This design comes from an exercise in tuning for small area and a short achievable clock period on the open sky130 flow, not from production work. At most, simulation tests tie the RTL to the original design; equivalence was not proved. No functional check of the RTL was part of runs 1 to 4. Power figures rest on the tool's default switching activity, not on a simulated workload.

==> design/flow/design.v <==
package gp_regs_pkg;
  localparam int DEF_DATA_W = 32;
  localparam int DEF_IDX_W  = 4;
  localparam int DEF_LANE_W = 16;
endpackage
import gp_regs_pkg::*;
module gp_regs_wmerge (
  input  logic sel1,
  input  logic d1,
  input  logic sel0,
  input  logic d0,
  input  logic hold,
  input  logic q,
  output logic y
);
  assign y = (sel1 & d1) | (sel0 & d0) | (hold & q);
endmodule
module gp_regs_aoi222 (
  input  logic [2:0] s,
  input  logic [2:0] v,
  output logic       yn
);
  assign yn = ~|(s & v);
endmodule
module gp_regs_rdbit
#(
  parameter int N = 19
) (
  input  logic [N-1:0] sel,
  input  logic [N-1:0] val,
  output logic         y
);
  localparam int G = (N + 2) / 3;
  logic [3*G-1:0] s, v;
  logic [G-1:0]   yn;
  assign s = (3*G)'(sel);
  assign v = (3*G)'(val);
  for (genvar g = 0; g < G; g++) begin : g_aoi
    gp_regs_aoi222 u_aoi (.s(s[3*g +: 3]), .v(v[3*g +: 3]), .yn(yn[g]));
  end
  assign y = ~&yn;
endmodule
import gp_regs_pkg::*;
module gp_regs_mp
#(
  parameter int DATA_W  = DEF_DATA_W,
  parameter int REG_NUM = 16,
  parameter int IDX_W   = DEF_IDX_W,
  parameter int NUM_RD  = 2,
  parameter int NUM_WR  = 2,
  parameter int LANE_W  = DEF_LANE_W,
  parameter int ZERO_R0 = 0,
  localparam int NL     = DATA_W / LANE_W
) (
  input  logic                     clk,
  input  logic                     rst_n,
  input  logic [NUM_WR-1:0]        wr_en_i,
  input  logic [NUM_WR*IDX_W-1:0]  wr_idx_i,
  input  logic [NUM_WR*DATA_W-1:0] wr_data_i,
  input  logic [NUM_WR*NL-1:0]     wr_lane_i,
  input  logic [NUM_WR-1:0]        wr_rel_i,
  input  logic [NUM_RD-1:0]        rd_en_i,
  input  logic [NUM_RD*IDX_W-1:0]  rd_idx_i,
  output logic [NUM_RD*DATA_W-1:0] rd_data_o,
  output logic [NUM_RD-1:0]        rd_busy_o,
  input  logic                     rsv_en_i,
  input  logic [IDX_W-1:0]         rsv_idx_i,
  output logic [REG_NUM-1:0]       busy_o
);
  logic [DATA_W-1:0]    regs    [REG_NUM];
  logic [DATA_W-1:0]    nxt     [REG_NUM];
  logic [NL-1:0]        vld     [REG_NUM];
  logic [NL-1:0]        hit     [NUM_WR][REG_NUM];
  logic [REG_NUM-1:0]   busy_nxt;
  always_comb begin
    for (int p = 0; p < NUM_WR; p++)
      for (int r = 0; r < REG_NUM; r++)
        for (int l = 0; l < NL; l++)
          hit[p][r][l] = wr_en_i[p] && (wr_idx_i[p*IDX_W +: IDX_W] == IDX_W'(r))
                         && wr_lane_i[p*NL + l];
  end
  for (genvar r = 0; r < REG_NUM; r++) begin : g_reg
    for (genvar l = 0; l < NL; l++) begin : g_lane
      logic sel1, sel0, hold;
      assign sel1 = hit[1][r][l];
      assign sel0 = hit[0][r][l] & ~hit[1][r][l];
      assign hold = ~(hit[0][r][l] | hit[1][r][l]);
      for (genvar b = l*LANE_W; b < (l+1)*LANE_W; b++) begin : g_bit
        gp_regs_wmerge u_wm (
          .sel1(sel1), .d1(wr_data_i[1*DATA_W + b]),
          .sel0(sel0), .d0(wr_data_i[0*DATA_W + b]),
          .hold(hold), .q (regs[r][b]),
          .y   (nxt[r][b])
        );
      end
    end
  end
  always_comb begin
    for (int r = 0; r < REG_NUM; r++) begin
      busy_nxt[r] = busy_o[r];
      for (int p = 0; p < NUM_WR; p++)
        if (wr_en_i[p] && wr_rel_i[p] && wr_idx_i[p*IDX_W +: IDX_W] == IDX_W'(r))
          busy_nxt[r] = 1'b0;
      if (rsv_en_i && rsv_idx_i == IDX_W'(r)) busy_nxt[r] = 1'b1;
    end
  end
  localparam int NT = REG_NUM + NUM_WR + 1;
  logic [DATA_W-1:0] rd_nxt [NUM_RD];
  logic [NUM_RD-1:0] rb_nxt;
  for (genvar q = 0; q < NUM_RD; q++) begin : g_rd
    logic [IDX_W-1:0]   ridx;
    logic [REG_NUM-1:0] rsel;
    logic [NUM_WR-1:0]  wmatch;
    assign ridx = rd_idx_i[q*IDX_W +: IDX_W];
    for (genvar r = 0; r < REG_NUM; r++) begin : g_sel
      assign rsel[r] = rd_en_i[q] && ridx == IDX_W'(r);
    end
    for (genvar p = 0; p < NUM_WR; p++) begin : g_match
      assign wmatch[p] = rd_en_i[q] && wr_en_i[p] && wr_idx_i[p*IDX_W +: IDX_W] == ridx;
    end
    assign rb_nxt[q] = rd_en_i[q] ? |(rsel & busy_nxt) : rd_busy_o[q];
    for (genvar l = 0; l < NL; l++) begin : g_lane
      logic [NT-1:0] tsel;
      logic byp1, byp0;
      assign byp1 = wmatch[1] & wr_lane_i[1*NL + l];
      assign byp0 = wmatch[0] & wr_lane_i[0*NL + l] & ~byp1;
      for (genvar r = 0; r < REG_NUM; r++) begin : g_tsel
        assign tsel[r] = rsel[r] & vld[r][l] & ~(hit[0][r][l] | hit[1][r][l]);
      end
      assign tsel[REG_NUM]   = byp1;
      assign tsel[REG_NUM+1] = byp0;
      assign tsel[REG_NUM+2] = ~rd_en_i[q];
      for (genvar b = l*LANE_W; b < (l+1)*LANE_W; b++) begin : g_bit
        logic [NT-1:0] tval;
        for (genvar r = 0; r < REG_NUM; r++) begin : g_tval
          assign tval[r] = regs[r][b];
        end
        assign tval[REG_NUM]   = wr_data_i[1*DATA_W + b];
        assign tval[REG_NUM+1] = wr_data_i[0*DATA_W + b];
        assign tval[REG_NUM+2] = rd_data_o[q*DATA_W + b];
        gp_regs_rdbit #(.N(NT)) u_rb (.sel(tsel), .val(tval), .y(rd_nxt[q][b]));
      end
    end
  end
  always_ff @(posedge clk) begin
    for (int r = 0; r < REG_NUM; r++) regs[r] <= nxt[r];
  end
  always_ff @(posedge clk or negedge rst_n) begin
    if (!rst_n) begin
      for (int r = 0; r < REG_NUM; r++) vld[r] <= '0;
      busy_o    <= '0;
      rd_data_o <= '0;
      rd_busy_o <= '0;
    end else begin
      for (int r = 0; r < REG_NUM; r++)
        for (int l = 0; l < NL; l++)
          vld[r][l] <= vld[r][l] | hit[0][r][l] | hit[1][r][l];
      busy_o <= busy_nxt;
      for (int q = 0; q < NUM_RD; q++) begin
        rd_data_o[q*DATA_W +: DATA_W] <= rd_nxt[q];
        rd_busy_o[q]                  <= rb_nxt[q];
      end
    end
  end
endmodule
==> design/flow/run.sh <==
#!/bin/bash
# synth_recipe.tcl (not shown) runs the flow's synth.tcl, then flattens the netlist and writes it again
# the make line also repeats each setting of config.mk as NAME=value (left out here)
make -C /OpenROAD-flow-scripts/flow DESIGN_CONFIG=/design/flow/config.mk WORK_HOME=/design/flow/orfs CLKGATE_MAP_FILE= SYNTH_SCRIPT=/design/flow/synth_recipe.tcl finish
==> design/flow/config.mk <==
export PLATFORM = sky130hd
export DESIGN_NAME = gp_regs_mp
export DESIGN_NICKNAME = gp_regs_mp
export VERILOG_FILES = /design/flow/design.v
export SDC_FILE = /design/flow/constraint.sdc
export NUM_CORES = 4
export LEC_CHECK = 0
export CAP_MARGIN = 20
export CORE_MARGIN = 2
export CORE_UTILIZATION = 40
export SLEW_MARGIN = 20
export SYNTH_HIERARCHICAL = 1
==> design/flow/constraint.sdc <==
create_clock -name core_clock -period 4.0 [get_ports {clk}]
set_input_delay 0.8000 -clock core_clock [delete_from_list [all_inputs] [get_ports {clk}]]
set_output_delay 0.8000 -clock core_clock [all_outputs]
set_load 0.01 [all_outputs]
==> impl_results.md, run 1 <==
- Pleak: roughly 16 nW
- Root buffer cell: clkbuf_16
- Global-route wire length before repair: between 200,000 and 250,000 um
- Max_cap viols: 0
- Critical path capture point type: flip-flop
- I/O Buffers: about 180
- Syn Std Cell Area: between 0.02 and 0.03 mm^2
- Setup TNS: 0 ns
- Nets: 3,585
- CTS sink count: roughly 630
- Drt first pass iters: 20
- Most frequent CP cell: buf_4
- Maximum vdd drop: 0.000341 V
- Reg2reg start: vld[8][0]$_DFF_PN0_
- Worst Path Buf+Inv: 3
- Tot Pwr: between 15 and 20 mW
- Total core area: between 0.07 and 0.08 mm^2
- Clock Path Buffers: 3
- Setup Skew: between 0.015 and 0.02 ns
- Critical R2R Capture: rd_data_o[6]$_DFF_PN0_
- Placed cell count: ~4,400
- Synth unique cells: 52
- Data required time of the worst path: approximately 4.5 ns
- CP Cell Sequence: clkdlybuf4s50_1 > buf_4 > nor2b_1 > a21oi_1 > nand2_1 > nor2_1 > buf_4 > a222oi_1 > and4_1 > nand4_1
- Hold Buf Count CTS: 0
- Remaining DRCs: 0
- Slew HR: a little over a fifth
- Filler cell count: roughly 6,400
- Worst slack at placement: 0.0717 ns
- Crit path max fanout: 16
- Worst path slowest cell: a222oi_1
- Starting Density: between 40 and 50%
- Drt total wl: about 160,000 um
- Reg2Reg Depth: 6
- Largest net degree at the start of global routing: 84
- Layout cells sized above 1: approximately an eighth
- Congestion Overflow GR: 0
- Final min period: ~3.5 ns
- Final GP Congestion: 0.997
- Worst-Skew Late Latency: 0.63 ns
- Overall die height: approximately 270 um
- HPWL Detailed: just over 100,000 um
- Mapped Cells: approximately 2,900
- Synth warn: 15
- I/O pin total: between 150 and 200
- Vias in the first global route: about 33,000
- Yosys reg bits: around 630
- Worst setup margin: approximately 0.53 ns
- Die area: ~0.074 mm^2
- Clk slew on worst S/H paths: around 0.060 ns
- R2r setup slk: approximately 1.9 ns
- Setup bufs post-CTS: 0
- Crit Path Category: input port to flip-flop
- Worst min path class: input port to asynchronous set/reset pin
- Via/cell ratio: 7.51
- CTS tree: done
- RSZ-0062 raised after global routing: no
- Cell Rows: approximately 100
- Layout area overhead: 27.7%
- Crit path launch type: input port
- Final setup viols: 0
- Hold Fails Final Rpt: 0
- Die W: ~270 um
- Async set-reset flop share out of synthesis: a little under a fifth
- Initial antenna violation count: 4
- Most used flip-flop cell after synthesis: dfxtp_1
- Outcome: finished clean
- Max Slew Vio Count: 0
- Final period utilization: ~87%
- Worst-margin pin slew: 1.17 ns
- EDFF count, synth: 0
- Syn_area_per_cell: a little over 10 um^2
- Routed len/inst: roughly 35 um
- CTS-repair resized insts: 0
- Initial drt markers: slightly below 10,000
- Tot GR Track Use: approximately two fifths
- Worst EP arrival: just under 4 ns
- PD cells: approximately 510 mW/mm^2
- Crit path max-delay family: buffers and inverters
- Largest stage delay on the critical path: between 0.8 and 0.9 ns
- DRT antenna net count: 0
- Non-filler instance count after layout: roughly 4,500
- H-tree Lvls: 3
- Via Count: roughly 34,000
- Register area share after synthesis: 45.3%
- Max Fclk: between 200 and 300 MHz
- CTS buffer count: 71
-- per-stage QoR --
step | instance area [um^2] | utilization (%) | hold slack, ns
after floorplan | 29600 | - | 0.435
after global placement | 34600 | 48.3 | 0.448
after detailed placement | 34600 | 48.3 | 0.452
after CTS | 36900 | 51.6 | 0.312
after global routing | 36900 | 51.6 | 0.325
final | 36900 | 51.6 | 0.281
-- registers in the layout, summed over array words and instances, names as in the netlist --
signal and count:
rd_data_o 64, busy_o 16, rd_busy_o 2, vld 32, regs 512
-- per-module statistics from Yosys, one instance, submodules excluded, excerpt --
module,area (um^2),cells,copies in the design
gp_regs_mp,16200,1189,1
gp_regs_wmerge,13.8,2,512
gp_regs_aoi222,10.0,1,448
-- final cells by class --
class / count / area, um^2 / share of cell area (%)
clock inverter: 12 / 108 / 0.291
inverter: 520 / 1950 / 5.29
antenna: 3 / 7.51 / 0.0203
timing repair buffer: 442 / 3900 / 10.6
tap: 950 / 1190 / 3.22
clock buffer: 118 / 2230 / 6.04
sequential: 626 / 13100 / 35.5
multi-input combinational: 1827 / 14400 / 39.1
-- layout by cell type (no fill, tap or decap), drive strengths merged, types with 4 or more instances in the layout --
cell	n
clkinv	8
xnor2	7
clkbuf	118
o221ai	16
nor2	121
nand2b	43
nand4b	7
nor4	23
or3	5
a222oi	961
o21ai	17
a21oi	34
buf	265
xor2	10
clkdlybuf4s50	177
and3b	4
dfxtp	512
a31oi	4
o22ai	14
conb	256
nand2	85
and2	5
nor2b	7
nand3	16
nand4	76
nor3	21
inv	522
nor3b	5
dfrtp	114
and4	64
-- synthesized netlist by cell type, drive strengths merged, types with 17 or more instances --
| library cell | n | share of area (%) |
|---|---|---|
| a222oi | 961 | 33 |
| o21ai | 17 | 0.29 |
| nor3 | 21 | 0.36 |
| inv | 520 | 6.8 |
| clkbuf | 22 | 0.29 |
| dfrtp | 114 | 9.9 |
| nor2 | 121 | 1.6 |
| and4 | 64 | 1.9 |
| nand4 | 76 | 1.6 |
| dfxtp | 512 | 35 |
| nand2b | 43 | 0.93 |
| conb | 64 | 0.83 |
| nor4 | 23 | 0.50 |
| nand2 | 85 | 1.1 |
| a21oi | 34 | 0.59 |
| buf | 50 | 1.2 |
-- worst reg2reg max path, stage by stage, from the launching register on --
cell and delay, ns:
dfrtp_1 0.38, nand2_1 0.14, nor2_1 0.06, buf_4 0.22
a222oi_1 0.81, and4_1 0.29, nand4_1 0.09
-- kinds of logic after synthesis --
kind of cell	Yosys count	share of synthesized area, %
simple gates	495	9.52
flops	626	45.3
other cells	64	0.831
buf+inv	592	8.27
compound gates	1057	35.5
xor+xnor	17	0.515
mux	2	0.0693
-- worst max path at each step --
| stage | slack, ns | cells past startpoint | endpoint | from |
|---|---|---|---|---|
| 3_3_place_gp | -0.05 | 11 | rd_data_o[11]$_DFF_PN0_ | wr_idx_i[4] |
| 6_report | 0.53 | 10 | rd_data_o[6]$_DFF_PN0_ | wr_idx_i[2] |
| 2_1_floorplan | 0.20 | 10 | rd_data_o[32]$_DFF_PN0_ | wr_idx_i[0] |
| 3_5_place_dp | 0.07 | 8 | rd_busy_o[0]$_DFFE_PN0P_ | wr_idx_i[7] |
| 4_1_cts | 0.71 | 8 | rd_busy_o[0]$_DFFE_PN0P_ | wr_idx_i[3] |
| 5_1_grt | 0.53 | 10 | rd_data_o[63]$_DFF_PN0_ | wr_idx_i[7] |
-- where the power goes --
group	total (mW)	internal, mW	switching, mW
combinational	3.33	1.61	1.72
clock	6.63	3.87	2.76
sequential	8.98	7.75	1.23
-- per-layer routing --
metal  share of wire (%)  global-route usage (%)  wire length, um
met5               0.018                       0               29
met4                 8.2                    28.5            12800
met3                  15                    11.6            24100
met2                  43                    61.1            66800
met1                  34                    49.4            53100
==> inputs of run 2 (changes only) <==
--- a/design/flow/design.v
+++ b/design/flow/design.v
@@ -32,11 +32,13 @@
 );
-  localparam int G = (N + 2) / 3;
-  logic [3*G-1:0] s, v;
-  logic [G-1:0]   yn;
-  assign s = (3*G)'(sel);
-  assign v = (3*G)'(val);
+  localparam int G = N / 3;
+  localparam int R = N - 3*G;
+  logic [G-1:0] yn;
   for (genvar g = 0; g < G; g++) begin : g_aoi
-    gp_regs_aoi222 u_aoi (.s(s[3*g +: 3]), .v(v[3*g +: 3]), .yn(yn[g]));
+    gp_regs_aoi222 u_aoi (.s(sel[3*g +: 3]), .v(val[3*g +: 3]), .yn(yn[g]));
   end
-  assign y = ~&yn;
+  if (R > 0) begin : g_rest
+    assign y = ~&yn | |(sel[N-1 -: R] & val[N-1 -: R]);
+  end else begin : g_norest
+    assign y = ~&yn;
+  end
 endmodule
==> design/flow/flow/run.sh (new file) <==
#!/bin/bash
# Standard ORFS layout with smaller port buffers, no CTS dummy loads and
# free cell-footprint choice in timing repair.
set -euo pipefail
export BUFFER_PORTS_ARGS="-buffer_cell sky130_fd_sc_hd__buf_2"
export CTS_ARGS="-sink_clustering_enable -repair_clock_nets -dont_use_dummy_load"
bash standard.sh MATCH_CELL_FOOTPRINT=0 finish > standard.log 2>&1
==> design/flow/standard.sh (new file) <==
#!/bin/bash
# synth_recipe.tcl (not shown) runs the flow's synth.tcl, then flattens the netlist and writes it again
# the make line also repeats each setting of config.mk as NAME=value (left out here)
make -C /OpenROAD-flow-scripts/flow DESIGN_CONFIG=/design/flow/config.mk WORK_HOME=/design/flow/orfs CLKGATE_MAP_FILE= SYNTH_SCRIPT=/design/flow/synth_recipe.tcl "${@:-finish}"
--- a/design/flow/config.mk
+++ b/design/flow/config.mk
@@ -10,2 +10,3 @@
 export CORE_UTILIZATION = 40
+export SETUP_SLACK_MARGIN = 1.6
 export SLEW_MARGIN = 20
removed: design/flow/run.sh
==> run 2 against run 1 <==
Net effect: still clean; worst setup slack improved by 0.84 ns; first-iteration DRC count increased by 13%; design area decreased by 2.7%; utilization decreased by 0.34 points; register-to-register slack improved by 0.05 ns; via count decreased by 2.6%; routed wire length decreased by 3.1%; largest cell class unchanged; highest routed layer unchanged.
==> impl_results.md, run 2 <==
- Outcome: finished clean
- Most used flip-flop cell after synthesis: dfxtp_1
- Core Util, Final: 51.3% (-0.34 points)
- Worst-Skew Late Latency: 0.63 ns (about the same)
- Critical path capture point type: flip-flop
- I/O Buffers: 178 (unchanged)
- Pleak: 15.5 nW (-4.2%)
- Worst min path class: input port to asynchronous set/reset pin
- Mapped Cells: 2,789 (-2.2%)
- Initial drt markers: 10,900 (+13%)
- CTS sink count: 626 (unchanged)
- Maximum vdd drop: 0.000342 V (+0.50%)
- Vias in the first global route: 30,300 (-6.8%)
- DRT antenna net count: 0 (unchanged)
- Crit path launch type: input port
- Root buffer cell: clkbuf_16
- Overall die height: 270 um (-1.1%)
- PD cells: 516 mW/mm^2 (+0.65%)
- Post-Place Cell Area: 0.0322 mm^2 (-6.8%)
- Fin area: 0.0359 mm^2 (-2.7%)
- Initial antenna violation count: 11 (+7)
- Final GP Congestion: 1.00 (+0.36%)
- Routed len/inst: 36.5 um (+4.6%)
- H-tree Lvls: 3 (unchanged)
- CTS tree: done
- Commonest non-fill, non-tap cell in the layout: a222oi_1
- Total core area: 0.0700 mm^2 (-2.0%)
- Die W: 270 um (-1.1%)
- Max Fclk: 381 MHz (+32%)
- Drt first pass iters: 21 (+5.0%)
- Final setup viols: 0 (unchanged)
- Global-route wire length before repair: 212,000 um (-5.1%)
- Syn Std Cell Area: 0.0283 mm^2 (-2.2%)
- RSZ-0062 raised after global routing: yes
- Largest regs: regs x512, rd_data_o x64, vld x32
- Drt total wl: 152,000 um (-3.1%)
- Async set-reset flop share out of synthesis: 18.2% (unchanged)
- Hold Fails Final Rpt: 0 (unchanged)
- Clock Path Buffers: 3 (unchanged)
- Final min period: 2.63 ns (-0.845 ns)
- Crit Path Category: input port to flip-flop
- Setup Skew: 0.0645 ns (+0.0474 ns)
- Final period utilization: 65.7% (-21 points)
- Reg with most FFs: regs
- Via Count: 32,900 (-2.6%)
- Layout cells sized above 1: 23.4% (+11 points)
- Max reg flops: 512 (unchanged)
- Hold Buf Count CTS: 0 (unchanged)
- Via/cell ratio: 7.89 (+5.1%)
- Setup TNS: 0 ns (unchanged)
- Tot Pwr: 18.6 mW (-2.0%)
- Yosys reg bits: 626 (unchanged)
- EDFF count, synth: 0 (unchanged)
- Data required time of the worst path: 4.55 ns (+0.08 ns)
- Synth area leader: dfxtp_1
- Cell Rows: 97 (-1.0%)
- Max Slew Vio Count: 0 (unchanged)
- CP Cell Sequence: buf_2 > buf_4 > nor2b_1 > nand2_1 > nor2_4 > a222oi_1 > nand4_1
- Congestion Overflow GR: 0 (unchanged)
- Nets: 3,316 (-7.5%)
- Count leader, synth: a222oi_1
- Largest net degree at the start of global routing: 61 (-27%)
- Synth unique cells: 51 (-1.9%)
- Worst path slowest cell: nor2_4
- Largest cells by area after synthesis: dfxtp_1, a222oi_1, dfrtp_1, inv_1, and4_1
- Starting Density: 40.4% (-0.073 points)
- Slew HR: 19.8% (-1.7 points)
- I/O pin total: 179 (unchanged)
- CTS buffer count: 72 (+1.4%)
- Tot GR Track Use: 38.8% (-1.5 points)
- Layout area overhead: 27.1%
- Remaining DRCs: 0 (unchanged)
- Synth warn: 15 (unchanged)
- Die area: 0.0728 mm^2 (-2.2%)
- Worst EP arrival: 3.18 ns (-0.77 ns)
- Crit path max fanout: 16 (unchanged)
- Max_cap viols: 0 (unchanged)
- Yosys top cell area share: 36.3% (+0.80 points)
- Syn_area_per_cell: 10.1 um^2 (about the same)
- List of most frequent post-synthesis cells: a222oi_1, inv_1, dfxtp_1
- HPWL Detailed: 94,600 um (-7.1%)
- Register area share after synthesis: 46.4% (+1.0 points)
- Worst-margin pin slew: 1.20 ns (+0.0261 ns)
- Largest stage delay on the critical path: 0.77 ns (-0.06 ns)
- Most frequent cells in the layout: a222oi_1, inv_1, dfxtp_1, buf_4, buf_2
- Clk slew on worst S/H paths: 0.06 ns (about the same)
[run 2: cell count changes in the layout (fill, tap and decap cells not counted), moves of 17 or more]
cell             previous run  this run
nor2_1                    117        17
nand2_2                     0        29
nor2_4                      0        87
a21oi_4                     0        26
clkbuf_1                   26         0
a222oi_1                  961       897
buf_4                     253       198
conb_1                    256         0
nand2_1                    85       113
nor2_2                      4        21
clkdlybuf4s50_1           177         0
buf_12                     11        35
buf_2                       0       163
a21oi_1                    19         2
[run 2: layout make-up]
class / count / area [um^2]
fill: 6225 / 34100
tap: 940 / 1180
inverter: 520 / 1960
multi-input combinational: 1575 / 14500
antenna: 10 / 25.0
sequential: 626 / 13100
clock buffer: 72 / 1800
timing repair buffer: 424 / 3360
[run 2: final timing paths]
path	from	slack [ns]	depth (start not counted)	end
hold reg to reg	vld[7][1]$_DFF_PN0_	0.47	1	vld[7][1]$_DFF_PN0_
max in group asynchronous	rst_n	2.86	2	rd_busy_o[1]$_DFFE_PN0P_
setup reg to reg	vld[0][0]$_DFF_PN0_	1.92	6	rd_data_o[47]$_DFF_PN0_
hold / removal	rst_n	0.24	1	rd_data_o[8]$_DFF_PN0_
min in group core_clock	vld[7][1]$_DFF_PN0_	0.47	1	vld[7][1]$_DFF_PN0_
setup / recovery	rd_idx_i[5]	1.37	7	rd_data_o[63]$_DFF_PN0_
[run 2: logic make-up (layout without fill, tap and decap cells)]
kind of cell | after synthesis | in the layout | share of synthesized area [%]
AO/OA/AOI/OAI | 993 | 993 | 34.0
XOR/XNOR | 17 | 17 | 0.527
buffers and inverters | 592 | 1016 | 8.46
flip-flops | 626 | 626 | 46.4
multiplexers | 2 | 2 | 0.0708
other | 0 | 10 | 0
AND/OR/NAND/NOR | 559 | 563 | 10.6
[run 2: power by group]
part           total (mW)  switching (mW)  internal, mW
clock                5.64            2.49          3.15
combinational        3.57            1.97          1.60
sequential           9.35            1.48          7.87
[run 2: per-stage QoR]
| stage | setup WS [ns] | instances | hold slack, ns |
|---|---|---|---|
| final | 1.37 | 4167 | 0.241 |
| after CTS | 1.54 | 4102 | 0.248 |
| after global placement | 0.470 | 3984 | 0.448 |
| after floorplan | 1.10 | 2789 | 0.435 |
| after detailed placement | 0.462 | 3984 | 0.452 |
| after global routing | 1.45 | 4164 | 0.268 |
[run 2: timing repair]
item | CTS | global route
endpoints found under the setup margin | 96 | 116
pin swaps | 61 | 79
resized for setup | 90 | 99
gates cloned | 0 | 7
setup buffers | 46 | 48
[run 2: routing by layer]
metal,GRT usage (%),vias to the layer above,part of all wire [%]
li1,-,12900,-
met3,15.7,595,19
met4,16.6,6,5.4
met2,54.7,3507,40
met1,52.1,15900,36
met5,1.12,-,0.026
[run 2: modules after synthesis, one instance, submodules excluded, a selection]
| module | flip-flops and latches | times used | cells inside |
|---|---|---|---|
| gp_regs_aoi222 | 0 | 384 | 1 |
| gp_regs_mp | 626 | 1 | 1189 |
| gp_regs_wmerge | 0 | 512 | 2 |
[run 2: critical path, delay by kind of cell]
kind	cells	cell delay, ns
compound gates	1	0.30
buf+inv	2	0.38
simple gates	4	1.67
==> inputs of run 3 (changes only) <==
--- a/design/flow/config.mk
+++ b/design/flow/config.mk
@@ -8,4 +8,7 @@
 export CAP_MARGIN = 20
+export CELL_PAD_IN_SITES_DETAIL_PLACEMENT = 1
+export CELL_PAD_IN_SITES_GLOBAL_PLACEMENT = 1
 export CORE_MARGIN = 2
-export CORE_UTILIZATION = 40
+export CORE_UTILIZATION = 35
+export PLACE_DENSITY = 0.5
 export SETUP_SLACK_MARGIN = 1.6
==> run 3 against run 2 <==
Net effect: critical endpoint is now rd_busy_o[0]$_DFFE_PN0P_; still clean; clock power increased by 6.7%; non-clock buffer count is 89 higher; largest cell class unchanged; die area is 14% higher.
==> impl_results.md, run 3 <==
- Outcome: finished clean
- Synth Area in Compound Gates: 34.0% (unchanged)
- Simple-gate share of the synthesized area: 10.6% (unchanged)
- Multi-input gate area: 0.0147 mm^2 (+1.6%)
- Pleak: 16.1 nW (+3.8%)
- Vias in the first global route: 32,700 (+8.0%)
- Final min period: 2.52 ns (-0.108 ns)
- Crit path launch type: input port
- Largest regs: regs x512, rd_data_o x64, vld x32
- Drt first pass iters: 13 (-38%)
- Drt total wl: 171,000 um (+13%)
- Total core area: 0.0803 mm^2 (+15%)
- Setup TNS: 0 ns (unchanged)
- XOR/XNOR Fraction of Synth Area: 0.527% (unchanged)
- List of most frequent post-synthesis cells: a222oi_1, inv_1, dfxtp_1
- Register area share after synthesis: 46.4% (unchanged)
- Fin area: 0.0371 mm^2 (+3.3%)
- Via Count: 32,900 (-0.070%)
- CTS buffer count: 77 (+6.9%)
- Synth area leader: dfxtp_1
- Crit Path Category: input port to flip-flop
- Congestion Overflow GR: 0 (unchanged)
- Initial drt markers: 7,560 (-31%)
- Worst min path class: input port to asynchronous set/reset pin
- CTS sink count: 626 (unchanged)
- Largest net degree at the start of global routing: 64 (+4.9%)
- Worst path slowest cell: or4_4
- Register Area: 0.0131 mm^2 (unchanged)
- Main combinational cell family by area after synthesis: compound AO/OA/AOI/OAI gates
- PD cells: 511 mW/mm^2 (-0.98%)
- EDFF count, synth: 0 (unchanged)
- Largest stage delay on the critical path: 0.56 ns (-0.21 ns)
- Global-route wire length before repair: 237,000 um (+12%)
- Layout cells sized above 1: 26.5% (+3.1 points)
- Clock Path Buffers: 3 (unchanged)
- Nets: 3,413 (+2.9%)
- CTS tree: done
- Via/cell ratio: 7.51 (-4.8%)
- Hold Buf Count CTS: 0 (unchanged)
- Worst-margin pin slew: 1.11 ns (-0.0932 ns)
- R2r setup slk: 1.95 ns (+0.03 ns)
- Synth warn: 15 (unchanged)
- Critical path capture point type: flip-flop
- Initial antenna violation count: 6 (-5)
- Post-Place Cell Area: 0.0328 mm^2 (+1.8%)
- Die area: 0.0830 mm^2 (+14%)
- Most used flip-flop cell after synthesis: dfxtp_1
- Yosys reg bits: 626 (unchanged)
- Final GP Congestion: 0.956 (-4.4%)
- Routed len/inst: 39.1 um (+7.2%)
- Maximum vdd drop: 0.000289 V (-15%)
- Mapped Cells: 2,789 (unchanged)
- Most frequent cells in the layout: a222oi_1, inv_1, dfxtp_1, buf_4, buf_2
- Commonest non-fill, non-tap cell in the layout: a222oi_1
- Adder-cell share of the synthesized area: 0% (unchanged)
- DRT antenna net count: 0 (unchanged)
- Synth unique cells: 51 (unchanged)
- Data required time of the worst path: 4.43 ns (-0.12 ns)
- Die W: 288 um (+6.8%)
- Tot GR Track Use: 39.2% (+0.30 points)
- HPWL Detailed: 110,000 um (+16%)
- Max reg flops: 512 (unchanged)
- Overall die height: 288 um (+6.8%)
- Final period utilization: 63.0% (-2.7 points)
- Max Fclk: 397 MHz (+4.3%)
- Reg with most FFs: regs
- Largest cells by area after synthesis: dfxtp_1, a222oi_1, dfrtp_1, inv_1, and4_1
- Setup Skew: 0.0655 ns (+0.000982 ns)
- Starting Density: 35.2% (-5.2 points)
- I/O pin total: 179 (unchanged)
- Worst Path Buf+Inv: 2 (unchanged)
- CP Cell Sequence: buf_12 > buf_8 > nand4b_1 > o221ai_2 > o22ai_2 > or4_4 > nor4_4 > a41oi_2
- Remaining DRCs: 0 (unchanged)
- Root buffer cell: clkbuf_16
- Yosys top cell area share: 36.3% (unchanged)
- Slew HR: 26.0% (+6.2 points)
- Cell Rows: 104 (+7.2%)
- Mux share of post-synthesis cell area: 0.0708% (unchanged)
- Syn Std Cell Area: 0.0283 mm^2 (unchanged)
- Syn_area_per_cell: 10.1 um^2 (unchanged)
- Crit path max fanout: 7 (-9)
- Count leader, synth: a222oi_1
- Max_cap viols: 0 (unchanged)
- Hold Fails Final Rpt: 0 (unchanged)
- I/O Buffers: 178 (unchanged)
- Final setup viols: 0 (unchanged)
- Filler cell count: 8,774 (+41%)
- Clk slew on worst S/H paths: 0.05 ns (about the same)
- Max Slew Vio Count: 0 (unchanged)
- Worst-Skew Late Latency: 0.65 ns (+0.02 ns)
- H-tree Lvls: 3 (unchanged)
- Layout area overhead: 31.3%
- Crit path max-delay family: simple AND/OR/NAND/NOR gates
- RSZ-0062 raised after global routing: yes
- Async set-reset flop share out of synthesis: 18.2% (unchanged)
- Worst EP arrival: 2.95 ns (-0.23 ns)
==> run 3: kinds of logic after synthesis <==
family,Yosys count
DFF,626
muxes,2
buffers and inverters,592
AOI/OAI and AO/OA,993
xor gates and xnor gates,17
and+or+nand+nor,559
==> run 3: where the power goes <==
part	internal, mW	switching [mW]
clock network	3.36	2.66
logic	1.67	2.03
registers	7.87	1.39
total	12.9	6.08
==> run 3: worst paths after layout <==
check | startpoint | to | cells past startpoint
max in group asynchronous | rst_n | rd_data_o[33]$_DFF_PN0_ | 2
worst max register to register | vld[14][1]$_DFF_PN0_ | rd_data_o[51]$_DFF_PN0_ | 5
worst min-delay path | rst_n | vld[12][0]$_DFF_PN0_ | 1
min in group core_clock | vld[5][1]$_DFF_PN0_ | vld[5][1]$_DFF_PN0_ | 1
worst max-delay path | wr_idx_i[1] | rd_busy_o[0]$_DFFE_PN0P_ | 8
worst min register to register | vld[5][1]$_DFF_PN0_ | vld[5][1]$_DFF_PN0_ | 1
==> run 3: layer usage <==
metal | vias up | wire, um | GRT usage (%)
li1 | 13100 | - | -
met4 | 8 | 14400 | 27.8
met1 | 16600 | 59300 | 45.6
met2 | 2429 | 79400 | 64.8
met3 | 676 | 17800 | 7.51
met5 | - | 48 | 0
==> run 3: worst reg2reg max path: cells and delay by family (launching register included) <==
| family | cells | cell delay (ns) |
|---|---|---|
| AO/OA/AOI/OAI | 1 | 0.78 |
| flip-flops | 1 | 0.40 |
| AND/OR/NAND/NOR | 4 | 0.76 |
==> run 3: area by class of cell <==
type / count / area share, %
well taps: 1060 / 3.57
flip-flops and latches: 626 / 35.3
repair buffers: 513 / 11.0
multi-input cells: 1578 / 39.7
diodes: 2 / 0.0135
clock buffers: 77 / 5.19
inverters: 520 / 5.27
==> run 3: timing repair <==
item	CTS	global route
cloned	3	5
gates resized for setup	148	127
setup endpoints to repair	241	81
pin swaps	73	105
endpoints found under the hold margin	0	0
setup buffers	59	69
==> run 3: per-stage QoR <==
step / cells / hold slack [ns] / total power [mW] / setup WS [ns] / utilization (%)
after floorplan: 2789 / 0.435 / 11.1 / 1.10 / -
after global placement: 4158 / 0.450 / 12.5 / 0.323 / 40.8
after detailed placement: 4161 / 0.452 / 12.7 / 0.325 / 40.9
after CTS: 4300 / 0.226 / 18.8 / 1.50 / 44.7
after global routing: 4375 / 0.257 / 19.8 / 1.46 / 46.2
final: 4376 / 0.199 / 19.0 / 1.48 / 46.2
==> run 3: Yosys stat by module (local to each module, per instance), excerpt <==
module,cells,times used
gp_regs_mp,1189,1
gp_regs_wmerge,2,512
gp_regs_aoi222,1,384
==> inputs of run 4 (changes only) <==
--- a/design/flow/design.v
+++ b/design/flow/design.v
@@ -26,3 +26,3 @@
 #(
-  parameter int N = 19
+  parameter int N = 17
 ) (
@@ -74,2 +74,3 @@
   logic [NL-1:0]        vld     [REG_NUM];
+  logic [NL-1:0]        vld_nxt [REG_NUM];
   logic [NL-1:0]        hit     [NUM_WR][REG_NUM];
@@ -89,2 +90,3 @@
       assign hold = ~(hit[0][r][l] | hit[1][r][l]);
+      assign vld_nxt[r][l] = vld[r][l] | ~hold;
       for (genvar b = l*LANE_W; b < (l+1)*LANE_W; b++) begin : g_bit
@@ -108,3 +110,3 @@
   end
-  localparam int NT = REG_NUM + NUM_WR + 1;
+  localparam int NT = REG_NUM + 1;
   logic [DATA_W-1:0] rd_nxt [NUM_RD];
@@ -114,3 +116,2 @@
     logic [REG_NUM-1:0] rsel;
-    logic [NUM_WR-1:0]  wmatch;
     assign ridx = rd_idx_i[q*IDX_W +: IDX_W];
@@ -119,5 +120,2 @@
     end
-    for (genvar p = 0; p < NUM_WR; p++) begin : g_match
-      assign wmatch[p] = rd_en_i[q] && wr_en_i[p] && wr_idx_i[p*IDX_W +: IDX_W] == ridx;
-    end
     assign rb_nxt[q] = rd_en_i[q] ? |(rsel & busy_nxt) : rd_busy_o[q];
@@ -125,11 +123,6 @@
       logic [NT-1:0] tsel;
-      logic byp1, byp0;
-      assign byp1 = wmatch[1] & wr_lane_i[1*NL + l];
-      assign byp0 = wmatch[0] & wr_lane_i[0*NL + l] & ~byp1;
       for (genvar r = 0; r < REG_NUM; r++) begin : g_tsel
-        assign tsel[r] = rsel[r] & vld[r][l] & ~(hit[0][r][l] | hit[1][r][l]);
+        assign tsel[r] = rsel[r] & vld_nxt[r][l];
       end
-      assign tsel[REG_NUM]   = byp1;
-      assign tsel[REG_NUM+1] = byp0;
-      assign tsel[REG_NUM+2] = ~rd_en_i[q];
+      assign tsel[REG_NUM] = ~rd_en_i[q];
       for (genvar b = l*LANE_W; b < (l+1)*LANE_W; b++) begin : g_bit
@@ -137,7 +130,5 @@
         for (genvar r = 0; r < REG_NUM; r++) begin : g_tval
-          assign tval[r] = regs[r][b];
+          assign tval[r] = nxt[r][b];
         end
-        assign tval[REG_NUM]   = wr_data_i[1*DATA_W + b];
-        assign tval[REG_NUM+1] = wr_data_i[0*DATA_W + b];
-        assign tval[REG_NUM+2] = rd_data_o[q*DATA_W + b];
+        assign tval[REG_NUM] = rd_data_o[q*DATA_W + b];
         gp_regs_rdbit #(.N(NT)) u_rb (.sel(tsel), .val(tval), .y(rd_nxt[q][b]));
@@ -156,5 +147,3 @@
     end else begin
-      for (int r = 0; r < REG_NUM; r++)
-        for (int l = 0; l < NL; l++)
-          vld[r][l] <= vld[r][l] | hit[0][r][l] | hit[1][r][l];
+      for (int r = 0; r < REG_NUM; r++) vld[r] <= vld_nxt[r];
       busy_o <= busy_nxt;
--- a/design/flow/config.mk
+++ b/design/flow/config.mk
@@ -8,8 +8,5 @@
 export CAP_MARGIN = 20
-export CELL_PAD_IN_SITES_DETAIL_PLACEMENT = 1
-export CELL_PAD_IN_SITES_GLOBAL_PLACEMENT = 1
 export CORE_MARGIN = 2
 export CORE_UTILIZATION = 35
-export PLACE_DENSITY = 0.5
-export SETUP_SLACK_MARGIN = 1.6
+export SETUP_SLACK_MARGIN = 1.8
 export SLEW_MARGIN = 20
==> run 4 against run 3 <==
Net effect: clock power fell by 5.6%; fmax fell by 13%; routed wire length fell by 18%; first-iteration DRC count rose by 12%; clock skew rose by 0.0068 ns; highest routed layer is now met4; design area fell by 4.3%.
==> impl_results.md, run 4 <==
- Reg with most FFs: regs
- Crit Path Category: input port to flip-flop
- Maximum vdd drop: 0.000388 V (+34%)
- I/O pin total: 179 (unchanged)
- List of most frequent post-synthesis cells: a222oi_1, inv_1, dfxtp_1
- Met1 Use GR: 41.0% (-4.7 points)
- Remaining DRCs: 0 (unchanged)
- Syn Std Cell Area: 0.0276 mm^2 (-2.2%)
- Data required time of the worst path: 4.44 ns (about the same)
- Final GP Congestion: 0.978 (+2.3%)
- Most frequent cells in the layout: a222oi_1, inv_1, dfxtp_1, buf_4, buf_2
- CTS tree: done
- Most used flip-flop cell after synthesis: dfxtp_1
- Tot Pwr: 18.4 mW (-3.2%)
- Drt total wl: 140,000 um (-18%)
- Yosys reg bits: 626 (unchanged)
- CTS sink count: 626 (unchanged)
- Non-filler instance count after layout: 4,295 (-1.9%)
- Nets: 3,338 (-2.2%)
- M2 GR Usage: 49.3% (-15 points)
- Max Fclk: 345 MHz (-13%)
- Largest regs: regs x512, rd_data_o x64, vld x32
- Drt first pass iters: 17 (+4)
- Die W: 285 um (-1.1%)
- Most Crowded Layer GR: met2
- Routed len/inst: 32.6 um (-16%)
- Starting Density: 35.2% (-0.041 points)
- Setup TNS: 0 ns (unchanged)
- Max_cap viols: 0 (unchanged)
- Final period utilization: 72.4% (+9.4 points)
- Layout cells sized above 1: 22.4% (-4.1 points)
- Via/cell ratio: 7.16 (-4.7%)
- Vias in the first global route: 28,700 (-12%)
- Commonest non-fill, non-tap cell in the layout: a222oi_1
- Register area share after synthesis: 47.4% (+1.0 points)
- Placed cell count: 4,066 (-2.3%)
- Async set-reset flop share out of synthesis: 18.2% (unchanged)
- Synth warn: 17 (+2)
- Root buffer cell: clkbuf_16
- Max reg flops: 512 (unchanged)
- Largest net degree at the start of global routing: 67 (+4.7%)
- Cell Rows: 103 (-0.96%)
- Outcome: finished clean
- Largest cells by area after synthesis: dfxtp_1, a222oi_1, dfrtp_1, inv_1, nor2_1
- Initial drt markers: 8,480 (+12%)
- Syn_area_per_cell: 10.0 um^2 (-1.1%)
- Final min period: 2.90 ns (+0.376 ns)
- Crit path max fanout: 6 (-1)
- HPWL Detailed: 84,800 um (-23%)
- Crit path launch type: input port
- Clk slew on worst S/H paths: 0.06 ns (about the same)
- Die area: 0.0812 mm^2 (-2.2%)
- Pleak: 16.6 nW (+2.7%)
- Setup Skew: 0.0722 ns (+0.00676 ns)
- Hold Fails Final Rpt: 0 (unchanged)
- EDFF count, synth: 0 (unchanged)
- Final setup viols: 0 (unchanged)
- Initial antenna violation count: 6 (unchanged)
- R2r setup slk: 1.68 ns (-0.27 ns)
- Synth unique cells: 58 (+14%)
- DRT antenna net count: 0 (unchanged)
- Tot GR Track Use: 32.1% (-7.1 points)
- Yosys top cell area share: 37.1% (+0.82 points)
- Layout area overhead: 28.5%
- Total core area: 0.0786 mm^2 (-2.1%)
- Worst EP arrival: 3.34 ns (+0.39 ns)
- Worst min path class: input port to asynchronous set/reset pin
- PD cells: 517 mW/mm^2 (+1.2%)
- H-tree Lvls: 3 (unchanged)
- Worst-Skew Late Latency: 0.65 ns (about the same)
- Clock Path Buffers: 3 (unchanged)
- RSZ-0062 raised after global routing: yes
- Mapped Cells: 2,759 (-1.1%)
- Max Slew Vio Count: 0 (unchanged)
- CTS buffer count: 72 (-6.5%)
- Count leader, synth: a222oi_1
- Congestion Overflow GR: 0 (unchanged)
- Synth area leader: dfxtp_1
- Filler cell count: 7,488 (-15%)
- Global-route wire length before repair: 196,000 um (-17%)
- Worst-margin pin slew: 1.17 ns (+0.0669 ns)
- Critical path capture point type: flip-flop
- I/O Buffers: 178 (unchanged)
- M3 GR Usage: 7.58% (+0.072 points)
- Overall die height: 285 um (-1.1%)
- Via Count: 30,700 (-6.5%)
- Slew HR: 21.5% (-4.5 points)
[run 4: cell count changes in the layout (fill, tap and decap cells not counted), moves of 25 or more]
| cell | delta |
|---|---|
| a21oi_4 | -27 |
| inv_1 | +30 |
| nand3_1 | +69 |
| buf_4 | -64 |
| a22o_1 | +64 |
| nand4_1 | -68 |
| nand2b_1 | -32 |
| nand2_2 | -25 |
| and4_1 | -39 |
| a222oi_1 | -65 |
| or3_1 | +60 |
| nor2_1 | +57 |
[run 4: worst max-delay path, stage by stage]
cell and delay (ns):
buf_12 0.11, and2b_2 0.27, nand3_4 0.14, buf_6 0.17, buf_6 0.11, nor2_4 0.14, nor2_4 0.10, buf_6 0.15
a222oi_1 0.30, inv_1 0.13, a222oi_1 0.37, nand3_1 0.19, or3_1 0.35
[run 4: final timing paths]
check | start | end | depth (start not counted)
worst max-delay path | wr_idx_i[0] | rd_data_o[50]$_DFF_PN0_ | 13
min in group core_clock | vld[13][0]$_DFF_PN0_ | vld[13][0]$_DFF_PN0_ | 2
worst min-delay path | rst_n | rd_data_o[1]$_DFF_PN0_ | 1
max in group asynchronous | rst_n | rd_data_o[0]$_DFF_PN0_ | 2
worst min register to register | vld[13][0]$_DFF_PN0_ | vld[13][0]$_DFF_PN0_ | 2
worst max register to register | vld[11][1]$_DFF_PN0_ | rd_data_o[48]$_DFF_PN0_ | 6
[run 4: layer usage]
metal  wire [um]  part of all wire, %
met5           0                    0
met4       10600                  7.5
met3       20300                   14
met2       59500                   42
met1       49800                   36
[run 4: timing repair]
action | CTS | global route
hold buffers | 0 | 0
setup buffers | 82 | 58
endpoints found under the hold margin | 0 | 0
pin swaps | 84 | 103
gates cloned | 4 | 7
gates resized for setup | 117 | 65
setup endpoints to repair | 364 | 165
[run 4: modules after synthesis (local to each module, per instance), excerpt]
| module | times used | cells inside |
|---|---|---|
| gp_regs_aoi222 | 320 | 1 |
| gp_regs_wmerge | 512 | 2 |
| gp_regs_mp | 1 | 1159 |
[run 4: layout make-up]
type	count	area (um^2)	area share (%)
Multi-Input combinational cell	1531	13500	38.0
Sequential cell	626	13100	36.9
Timing Repair Buffer	462	3720	10.5
Inverter	548	2060	5.79
Clock buffer	72	1800	5.07
Tap cell	1050	1310	3.70
Antenna cell	6	15.0	0.0423
[run 4: stage by stage]
step                hold WS, ns  worst slack [ns]  util (%)  instance area [um^2]
floorplan                 0.438             0.976         -                 28500
global placement          0.446             0.315      40.0                 31400
global route              0.241              1.04      45.2                 35500
finish                    0.198              1.10      45.2                 35500
detailed placement        0.455             0.298      40.0                 31400
CTS                       0.219              1.28      44.0                 34600
[run 4: cells by family (layout without fill, tap and decap cells)]
family	after synthesis	count (layout)	share of synthesized area (%)
AO/OA/AOI/OAI	954	954	33.7
XOR/XNOR	6	6	0.190
flip-flops	626	626	47.4
AND/OR/NAND/NOR	557	567	9.61
multiplexers	4	4	0.149
other	0	6	0
buffers and inverters	612	1082	8.90
[run 4: where the power goes]
| part | switching, mW | internal (mW) |
|---|---|---|
| Clock | 2.53 | 3.15 |
| Combinational | 2.54 | 1.72 |
| Sequential | 0.596 | 7.84 |
| Total | 5.67 | 12.7 |
==> inputs of run 5 (changes only) <==
--- a/design/flow/design.v
+++ b/design/flow/design.v
@@ -26,3 +26,3 @@
 #(
-  parameter int N = 17
+  parameter int N = 19
 ) (
@@ -74,3 +74,2 @@
   logic [NL-1:0]        vld     [REG_NUM];
-  logic [NL-1:0]        vld_nxt [REG_NUM];
   logic [NL-1:0]        hit     [NUM_WR][REG_NUM];
@@ -90,3 +89,2 @@
       assign hold = ~(hit[0][r][l] | hit[1][r][l]);
-      assign vld_nxt[r][l] = vld[r][l] | ~hold;
       for (genvar b = l*LANE_W; b < (l+1)*LANE_W; b++) begin : g_bit
@@ -99,2 +97,11 @@
       end
+    end
+  end
+  logic [REG_NUM-1:0] relhit;
+  always_comb begin
+    for (int r = 0; r < REG_NUM; r++) begin
+      relhit[r] = 1'b0;
+      for (int p = 0; p < NUM_WR; p++)
+        if (wr_en_i[p] && wr_rel_i[p] && wr_idx_i[p*IDX_W +: IDX_W] == IDX_W'(r))
+          relhit[r] = 1'b1;
     end
@@ -110,3 +117,3 @@
   end
-  localparam int NT = REG_NUM + 1;
+  localparam int NT = REG_NUM + NUM_WR + 1;
   logic [DATA_W-1:0] rd_nxt [NUM_RD];
@@ -116,2 +123,3 @@
     logic [REG_NUM-1:0] rsel;
+    logic [NUM_WR-1:0]  wmatch;
     assign ridx = rd_idx_i[q*IDX_W +: IDX_W];
@@ -120,9 +128,26 @@
     end
-    assign rb_nxt[q] = rd_en_i[q] ? |(rsel & busy_nxt) : rd_busy_o[q];
+    for (genvar p = 0; p < NUM_WR; p++) begin : g_match
+      assign wmatch[p] = rd_en_i[q] && wr_en_i[p] && wr_idx_i[p*IDX_W +: IDX_W] == ridx;
+    end
+    logic [REG_NUM+1:0] bsel, bval;
+    for (genvar r = 0; r < REG_NUM; r++) begin : g_bsel
+      assign bsel[r] = rsel[r] & ~relhit[r];
+      assign bval[r] = busy_o[r];
+    end
+    assign bsel[REG_NUM]   = rd_en_i[q] && rsv_en_i && rsv_idx_i == ridx;
+    assign bval[REG_NUM]   = 1'b1;
+    assign bsel[REG_NUM+1] = ~rd_en_i[q];
+    assign bval[REG_NUM+1] = rd_busy_o[q];
+    gp_regs_rdbit #(.N(REG_NUM+2)) u_rbusy (.sel(bsel), .val(bval), .y(rb_nxt[q]));
     for (genvar l = 0; l < NL; l++) begin : g_lane
       logic [NT-1:0] tsel;
+      logic byp1, byp0;
+      assign byp1 = wmatch[1] & wr_lane_i[1*NL + l];
+      assign byp0 = wmatch[0] & wr_lane_i[0*NL + l] & ~byp1;
       for (genvar r = 0; r < REG_NUM; r++) begin : g_tsel
-        assign tsel[r] = rsel[r] & vld_nxt[r][l];
+        assign tsel[r] = rsel[r] & vld[r][l] & ~(hit[0][r][l] | hit[1][r][l]);
       end
-      assign tsel[REG_NUM] = ~rd_en_i[q];
+      assign tsel[REG_NUM]   = byp1;
+      assign tsel[REG_NUM+1] = byp0;
+      assign tsel[REG_NUM+2] = ~rd_en_i[q];
       for (genvar b = l*LANE_W; b < (l+1)*LANE_W; b++) begin : g_bit
@@ -130,5 +155,7 @@
         for (genvar r = 0; r < REG_NUM; r++) begin : g_tval
-          assign tval[r] = nxt[r][b];
+          assign tval[r] = regs[r][b];
         end
-        assign tval[REG_NUM] = rd_data_o[q*DATA_W + b];
+        assign tval[REG_NUM]   = wr_data_i[1*DATA_W + b];
+        assign tval[REG_NUM+1] = wr_data_i[0*DATA_W + b];
+        assign tval[REG_NUM+2] = rd_data_o[q*DATA_W + b];
         gp_regs_rdbit #(.N(NT)) u_rb (.sel(tsel), .val(tval), .y(rd_nxt[q][b]));
@@ -147,3 +174,5 @@
     end else begin
-      for (int r = 0; r < REG_NUM; r++) vld[r] <= vld_nxt[r];
+      for (int r = 0; r < REG_NUM; r++)
+        for (int l = 0; l < NL; l++)
+          vld[r][l] <= vld[r][l] | hit[0][r][l] | hit[1][r][l];
       busy_o <= busy_nxt;
==> design/flow/flow/run.sh (replaced) <==
#!/bin/bash
# Standard ORFS layout with smaller port buffers, a clock tree of clkbuf_8
# without dummy loads, and free cell-footprint choice in timing repair.
set -euo pipefail
export BUFFER_PORTS_ARGS="-buffer_cell sky130_fd_sc_hd__buf_2"
export CTS_ARGS="-sink_clustering_enable -repair_clock_nets -dont_use_dummy_load -buf_list {sky130_fd_sc_hd__clkbuf_8}"
bash standard.sh MATCH_CELL_FOOTPRINT=0 finish > standard.log 2>&1
==> run 5 against run 4 <==
Net effect: clock skew rose by 0.055 ns; largest cell class unchanged; hold slack got worse by 0.052 ns; combinational power fell by 21%; sequential power rose by about 10%; sequential share of layout area fell by 0.25 points; sequential cell count did not move; final cell count rose by 0.91%; utilization fell by 0.71 points; largest power group unchanged; first-iteration DRC count rose by 17%; routed wire length rose by 0.97%; synthesized cell count rose by 0.65%.
==> impl_results.md, run 5 <==
- Reg2reg start: vld[14][0]$_DFF_PN0_
- Syn Std Cell Area: 0.0283 mm^2 (+2.6%)
- Layout cells sized above 1: 24.6% (+2.2 points)
- Max Fclk: 422 MHz (+22%)
- HPWL Detailed: 87,200 um (+2.8%)
- Most used flip-flop cell after synthesis: dfxtp_1
- Root buffer cell: clkbuf_8
- Cell Rows: 104 (+0.97%)
- CTS buffer count: 107 (+49%)
- Congestion Overflow GR: 0 (unchanged)
- Setup TNS: 0 ns (unchanged)
- Drt total wl: 142,000 um (+0.97%)
- Fin area: 0.0358 mm^2 (+0.68%)
- Layout area overhead: 26.2%
- Max reg flops: 512 (unchanged)
- Worst-margin pin slew: 1.15 ns (-0.0267 ns)
- Crit path max fanout: 7 (+1)
- R2r setup slk: 1.87 ns (+0.19 ns)
- Mapped Cells: 2,777 (+0.65%)
- Max Slew Vio Count: 0 (unchanged)
- Starting Density: 35.3% (+0.089 points)
- Via/cell ratio: 7.37 (+2.9%)
- Tot GR Track Use: 31.9% (-0.15 points)
- Initial drt markers: 9,941 (+17%)
- Outcome: finished clean
- Data required time of the worst path: 4.55 ns (+0.11 ns)
- CP Cell Sequence: buf_12 > xor2_2 > nor3_2 > nand3_4 > o2111a_2 > a222oi_1 > and4_1 > nand4_1
- Nets: 3,367 (+0.87%)
- Global-route wire length before repair: 199,000 um (+1.5%)
- CTS tree: done
- Crit path launch type: input port
- Setup Skew: 0.127 ns (+0.0547 ns)
- Crit Path Category: input port to flip-flop
- I/O Buffers: 178 (unchanged)
- I/O pin total: 179 (unchanged)
- Max_cap viols: 0 (unchanged)
- H-tree Lvls: 3 (unchanged)
- Maximum vdd drop: 0.000268 V (-31%)
- Overall die height: 289 um (+1.3%)
- Worst Path Buf+Inv: 1 (-4)
- PD cells: 488 mW/mm^2 (-5.6%)
- Slew HR: 23.0% (+1.5 points)
- Async set-reset flop share out of synthesis: 18.2% (unchanged)
- Initial antenna violation count: 11 (+5)
- Reg with most FFs: regs
- Vias in the first global route: 28,800 (+0.22%)
- Critical R2R Capture: rd_data_o[8]$_DFF_PN0_
- Synth unique cells: 46 (-21%)
- Remaining DRCs: 0 (unchanged)
- Critical path capture point type: flip-flop
- Largest cells by area after synthesis: dfxtp_1, a222oi_1, dfrtp_1, inv_1, and4_1
- List of most frequent post-synthesis cells: a222oi_1, inv_1, dfxtp_1
- Largest net degree at the start of global routing: 74 (+10%)
- Worst min path class: input port to asynchronous set/reset pin
- Worst path slowest cell: a222oi_1
- Die area: 0.0833 mm^2 (+2.5%)
- Reg2Reg Depth: 5 (-1)
- Worst-Skew Late Latency: 0.81 ns (+0.16 ns)
- Final GP Congestion: 0.953 (-2.5%)
- Commonest non-fill, non-tap cell in the layout: a222oi_1
- Final setup viols: 0 (unchanged)
- CTS sink count: 626 (unchanged)
- RSZ-0062 raised after global routing: yes
- Via Count: 31,900 (+3.9%)
- Worst EP arrival: 2.92 ns (-0.42 ns)
- Final min period: 2.37 ns (-0.525 ns)
- Register area share after synthesis: 46.2% (-1.2 points)
- Pleak: 15.6 nW (-5.7%)
- Synth warn: 15 (-2)
- Yosys reg bits: 626 (unchanged)
- Total core area: 0.0804 mm^2 (+2.3%)
- Post-Place Cell Area: 0.0322 mm^2 (+2.5%)
- Clk slew on worst S/H paths: 0.06 ns (about the same)
- Clock Path Buffers: 3 (unchanged)
- Largest regs: regs x512, rd_data_o x64, vld x32
- Most frequent cells in the layout: a222oi_1, inv_1, dfxtp_1, buf_4, buf_2
- Synth area leader: dfxtp_1
- Yosys top cell area share: 36.2% (-0.92 points)
- Syn_area_per_cell: 10.2 um^2 (+1.9%)
- Final period utilization: 59.3% (-13 points)
- DRT antenna net count: 0 (unchanged)
- Largest stage delay on the critical path: 0.47 ns (+0.10 ns)
- Drt first pass iters: 19 (+2)
- Routed len/inst: 32.7 um (about the same)
- EDFF count, synth: 0 (unchanged)
- Die W: 289 um (+1.3%)
- Count leader, synth: a222oi_1
- Crit path max-delay family: simple AND/OR/NAND/NOR gates
- Hold Fails Final Rpt: 0 (unchanged)
run 5: layout make-up:
type,count,area (um^2)
flip-flops and latches,626,13100
multi-input cells,1556,14300
diodes,6,15.0
well taps,1060,1330
repair buffers,446,3520
clock buffers,107,1470
fillers,7747,44700
inverters,533,2010
run 5: worst max-delay path by stage:
stage | start | endpoint | cells past startpoint
after floorplan | wr_idx_i[7] | rd_data_o[16]$_DFF_PN0_ | 8
after global placement | wr_idx_i[4] | rd_data_o[46]$_DFF_PN0_ | 8
after detailed placement | wr_idx_i[4] | rd_data_o[46]$_DFF_PN0_ | 8
after CTS | rd_data_o[56]$_DFF_PN0_ | rd_data_o[56] | 1
after global routing | wr_idx_i[4] | rd_data_o[14]$_DFF_PN0_ | 9
final | rd_idx_i[3] | rd_data_o[11]$_DFF_PN0_ | 8
run 5: modules after synthesis, one instance, submodules excluded, excerpt:
module          flops+latches  times used  cell area [um^2]  cells inside
gp_regs_aoi222              0         396              10.0             1
gp_regs_mp                626           1             16100          1161
gp_regs_wmerge              0         512              13.8             2
run 5: cells by family (layout without fill, tap and decap cells):
family,count (synthesis),in the layout,synth area share [%]
compound gates,975,977,33.7
xor+xnor,21,21,0.649
buf+inv,607,1086,8.64
flops,626,626,46.2
other cells,1,8,0.0132
simple gates,547,556,10.8
run 5: worst register-to-register path: stages, from the launching register on:
cell	delay (ns)
dfrtp_1	0.49
and3_4	0.26
buf_4	0.16
a222oi_1	0.55
and4_2	0.43
nand4_1	0.11
run 5: report_power, final:
| part | internal (mW) | switching, mW | total (mW) |
|---|---|---|---|
| registers | 7.87 | 1.39 | 9.27 |
| logic | 1.64 | 1.74 | 3.38 |
| clock network | 2.34 | 2.49 | 4.82 |
run 5: metal layers:
metal	global-route usage, %	routed length [um]	up-vias	share of wire [%]
li1	-	-	13000	-
met1	43.6	52600	15400	37
met2	45.2	57800	2997	41
met3	11.1	24300	470	17
met4	14.0	6880	2	4.9
met5	0	12	-	0.0085
run 5: through the flow:
| stage | setup WS [ns] | util [%] | std cells | total power, mW | hold slack [ns] |
|---|---|---|---|---|---|
| after floorplan | 1.27 | - | 2778 | 11.1 | 0.435 |
| after global placement | 0.304 | 40.1 | 4075 | 12.3 | 0.455 |
| after detailed placement | 0.292 | 40.1 | 4076 | 12.4 | 0.454 |
| after CTS | 1.77 | 43.4 | 4252 | 17.2 | 0.133 |
| after global routing | 1.65 | 44.5 | 4334 | 18.2 | 0.175 |
| final | 1.63 | 44.5 | 4334 | 17.5 | 0.145 |
run 5: what timing repair did:
action,4_1_cts,5_1_grt
setup buffers,63,69
gates cloned,6,7
hold buffers,0,0
resized for setup,167,69
setup endpoints to repair,157,68
pin swaps,78,87
==> inputs of run 6 (changes only) <==
--- a/design/flow/design.v
+++ b/design/flow/design.v
@@ -43,2 +43,23 @@
   end
+endmodule
+module gp_regs_rdsel
+#(
+  parameter int NREG = 16
+) (
+  input  logic [NREG-1:0] rsel,
+  input  logic [NREG-1:0] vld,
+  input  logic [NREG-1:0] hold,
+  input  logic            wm1,
+  input  logic            ln1,
+  input  logic            wm0,
+  input  logic            ln0,
+  input  logic            en,
+  output logic [NREG+2:0] tsel
+);
+  logic byp1;
+  assign byp1 = wm1 & ln1;
+  assign tsel[NREG-1:0] = rsel & vld & hold;
+  assign tsel[NREG]     = byp1;
+  assign tsel[NREG+1]   = wm0 & ln0 & ~byp1;
+  assign tsel[NREG+2]   = ~en;
 endmodule
@@ -142,21 +163,25 @@
     for (genvar l = 0; l < NL; l++) begin : g_lane
-      logic [NT-1:0] tsel;
-      logic byp1, byp0;
-      assign byp1 = wmatch[1] & wr_lane_i[1*NL + l];
-      assign byp0 = wmatch[0] & wr_lane_i[0*NL + l] & ~byp1;
-      for (genvar r = 0; r < REG_NUM; r++) begin : g_tsel
-        assign tsel[r] = rsel[r] & vld[r][l] & ~(hit[0][r][l] | hit[1][r][l]);
-      end
-      assign tsel[REG_NUM]   = byp1;
-      assign tsel[REG_NUM+1] = byp0;
-      assign tsel[REG_NUM+2] = ~rd_en_i[q];
-      for (genvar b = l*LANE_W; b < (l+1)*LANE_W; b++) begin : g_bit
-        logic [NT-1:0] tval;
-        for (genvar r = 0; r < REG_NUM; r++) begin : g_tval
-          assign tval[r] = regs[r][b];
+      logic [REG_NUM-1:0] vld_l, hold_l;
+      for (genvar r = 0; r < REG_NUM; r++) begin : g_vh
+        assign vld_l[r]  = vld[r][l];
+        assign hold_l[r] = ~(hit[0][r][l] | hit[1][r][l]);
+      end
+      for (genvar h = 0; h < 2; h++) begin : g_half
+        logic [NT-1:0] tsel;
+        gp_regs_rdsel #(.NREG(REG_NUM)) u_sel (
+          .rsel(rsel), .vld(vld_l), .hold(hold_l),
+          .wm1(wmatch[1]), .ln1(wr_lane_i[1*NL + l]),
+          .wm0(wmatch[0]), .ln0(wr_lane_i[0*NL + l]),
+          .en(rd_en_i[q]), .tsel(tsel)
+        );
+        for (genvar b = l*LANE_W + h*LANE_W/2; b < l*LANE_W + (h+1)*LANE_W/2; b++) begin : g_bit
+          logic [NT-1:0] tval;
+          for (genvar r = 0; r < REG_NUM; r++) begin : g_tval
+            assign tval[r] = regs[r][b];
+          end
+          assign tval[REG_NUM]   = wr_data_i[1*DATA_W + b];
+          assign tval[REG_NUM+1] = wr_data_i[0*DATA_W + b];
+          assign tval[REG_NUM+2] = rd_data_o[q*DATA_W + b];
+          gp_regs_rdbit #(.N(NT)) u_rb (.sel(tsel), .val(tval), .y(rd_nxt[q][b]));
         end
-        assign tval[REG_NUM]   = wr_data_i[1*DATA_W + b];
-        assign tval[REG_NUM+1] = wr_data_i[0*DATA_W + b];
-        assign tval[REG_NUM+2] = rd_data_o[q*DATA_W + b];
-        gp_regs_rdbit #(.N(NT)) u_rb (.sel(tsel), .val(tval), .y(rd_nxt[q][b]));
       end
--- a/design/flow/config.mk
+++ b/design/flow/config.mk
@@ -8,4 +8,7 @@
 export CAP_MARGIN = 20
+export CELL_PAD_IN_SITES_DETAIL_PLACEMENT = 1
+export CELL_PAD_IN_SITES_GLOBAL_PLACEMENT = 1
 export CORE_MARGIN = 2
 export CORE_UTILIZATION = 35
+export PLACE_DENSITY = 0.5
 export SETUP_SLACK_MARGIN = 1.8
==> run 6 against run 5 <==
Net effect: first-iteration DRC count decreased by 11%; still clean; worst setup slack got worse by 0.23 ns; clock skew decreased by 0.049 ns; largest power group unchanged; sequential share of layout area decreased by 1.1 points; sequential power increased by 2.9%; utilization increased by 0.61 points; synthesized cell count increased by 3.1%; die area increased by 1.9%; hold slack improved by 0.013 ns.
==> impl_results.md, run 6 <==
- Reg with most FFs: regs
- Synth unique cells: 41 (-11%)
- Crit Path Category: input port to flip-flop
- Hold Fails Final Rpt: 0 (unchanged)
- Crit path launch type: input port
- CTS tree: done
- Worst-margin pin slew: 1.04 ns (-0.104 ns)
- Most frequent cells in the layout: a222oi_1, inv_1, dfxtp_1, buf_4, buf_2
- Most used flip-flop cell after synthesis: dfxtp_1
- Max Fclk: 385 MHz (-8.8%)
- EDFF count, synth: 0 (unchanged)
- Via/cell ratio: 7.60 (+3.1%)
- Starting Density: 35.3% (+0.037 points)
- Initial drt markers: 8,857 (-11%)
- Total core area: 0.0818 mm^2 (+1.8%)
- H-tree Lvls: 3 (unchanged)
- Max reg flops: 512 (unchanged)
- Worst setup margin: 1.40 ns (-0.230 ns)
- Worst min path class: input port to asynchronous set/reset pin
- Routed len/inst: 39.2 um (+20%)
- HPWL Detailed: 117,000 um (+34%)
- Remaining DRCs: 0 (unchanged)
- Syn_area_per_cell: 10.1 um^2 (-1.1%)
- Clk slew on worst S/H paths: 0.06 ns (about the same)
- PD cells: 497 mW/mm^2 (+1.7%)
- Final min period: 2.60 ns (+0.230 ns)
- Worst EP arrival: 3.19 ns (+0.27 ns)
- Max Slew Vio Count: 0 (unchanged)
- Outcome: finished clean
- Drt first pass iters: 13 (-6)
- List of most frequent post-synthesis cells: a222oi_1, inv_1, dfxtp_1
- Drt total wl: 175,000 um (+23%)
- Initial antenna violation count: 5 (-6)
- Crit path max fanout: 20 (+13)
- Worst-Skew Late Latency: 0.78 ns (-0.03 ns)
- WHS: 0.158 ns (+0.0132 ns)
- Congestion Overflow GR: 0 (unchanged)
- DRT antenna net count: 0 (unchanged)
- Global-route wire length before repair: 244,000 um (+23%)
- Tot GR Track Use: 39.3% (+7.4 points)
- Synth area leader: dfxtp_1
- Largest net degree at the start of global routing: 81 (+9.5%)
- Setup Skew: 0.0775 ns (-0.0495 ns)
- I/O pin total: 179 (unchanged)
- Final setup viols: 0 (unchanged)
- Max_cap viols: 0 (unchanged)
- Syn Std Cell Area: 0.0289 mm^2 (+1.9%)
- Vias in the first global route: 32,500 (+13%)
- Layout cells sized above 1: 28.8% (+4.2 points)
run 6: cell count changes in the layout (fill, tap and decap cells not counted), sizes merged, moves of 11 or more:
cell and delta:
nor3 +21, nand2 -25, a21oi -24, and3 +62
or3 +28, nor2 +43, nand2b -24, clkbuf +11
inv +14, buf +17
run 6: worst paths after layout:
path	start	to	slack, ns	cells after the start
min reg2reg	regs[12][26]$_DFF_P_	regs[12][26]$_DFF_P_	0.51	2
min in group core_clock	rsv_idx_i[0]	busy_o[9]$_DFFE_PN0P_	0.45	3
max in group asynchronous	rst_n	vld[14][1]$_DFF_PN0_	3.03	2
min	rst_n	rd_data_o[26]$_DFF_PN0_	0.16	1
max reg2reg	vld[0][1]$_DFF_PN0_	rd_data_o[53]$_DFF_PN0_	1.97	4
max	wr_idx_i[4]	rd_data_o[7]$_DFF_PN0_	1.40	10
run 6: per-layer routing:
metal / up-vias / part of all wire, % / track usage [%]
met1: 17300 / 40 / 55.3
met2: 2701 / 41 / 56.9
met4: 2 / 4.2 / 13.8
met5: - / 0.0074 / 0
met3: 419 / 14 / 11.3
li1: 13400 / - / -
run 6: power breakdown:
group | internal [mW] | leakage, nW | switching (mW)
Combinational | 1.70 | 9.74 | 1.96
Sequential | 7.88 | 5.64 | 1.66
Clock | 2.52 | 0.834 | 2.62
Total | 12.1 | 16.2 | 6.23
run 6: cell families (layout without fill, tap and decap cells):
logic type	Yosys count	after routing	share of synthesized area [%]
other cells	1	6	0.0130
simple gates	649	664	13.0
compound gates	946	946	32.4
xor+xnor	18	18	0.546
buf+inv	622	1126	8.73
flops	626	626	45.4
run 6: final cells by class:
class | instances | area, um^2
Fill cell | 9043 | 44900
Multi-Input combinational cell | 1630 | 15200
Sequential cell | 626 | 13100
Timing Repair Buffer | 465 | 3550
Inverter | 545 | 2050
Clock buffer | 116 | 1600
Tap cell | 1070 | 1340
Antenna cell | 4 | 10.0
run 6: Yosys stat by module, one instance, submodules excluded, excerpt:
module | times used | flip-flops and latches
gp_regs_aoi222 | 396 | 0
gp_regs_wmerge | 512 | 0
gp_regs_mp | 1 | 626
run 6: timing repair:
action                                 CTS  global route
endpoints found under the hold margin    0             0
pin swaps                              247           156
resized for setup                      387            73
buffers inserted                        91            47
gates cloned                            15             0
setup endpoints to repair              280           263
run 6: metrics by stage:
| stage | power [mW] | cell area (um^2) | utilization [%] | TNS (ns) | std cells |
|---|---|---|---|---|---|
| 2_1_floorplan | 11.1 | 29900 | - | 0 | 2863 |
| 3_3_place_gp | 12.6 | 32800 | 40.0 | -0.622 | 4181 |
| 4_1_cts | 18.2 | 36200 | 44.2 | 0 | 4404 |
| 3_5_place_dp | 12.9 | 32800 | 40.1 | 0 | 4182 |
| 5_1_grt | 19.1 | 36900 | 45.1 | 0 | 4454 |
| 6_report | 18.3 | 36900 | 45.1 | 0 | 4456 |

## re-timing with driven ports
No port has a modelled driver above. Below, the same layouts with a new extraction and two added sets of constraints. Step 1 sets driving cells, clkbuf_16 on the clock port and buf_2 on the other inputs (assumed; they add their load-dependent delay and slew). Step 2 times the ports against the registers' clock, not the clock port: input delays grow and output delays shrink by t, the midpoint of the rising clock arrivals with the driver on. a / b / c = ideal ports / drivers / drivers and shift; a / b = the first two.
run	shift t [ns]	slack for setup (ns)
run 1	0.685	0.527 / 0.558 / -0.127
run 2	0.663	1.372 / 1.421 / 0.758
run 3	0.685	1.480 / 1.430 / 0.745
run 4	0.664	1.104 / 1.080 / 0.416
run 5	0.786	1.629 / 1.486 / 0.700
run 6	0.811	1.399 / 1.357 / 0.546
With both steps, setup timing fails in run 1, where it was met with ideal ports.
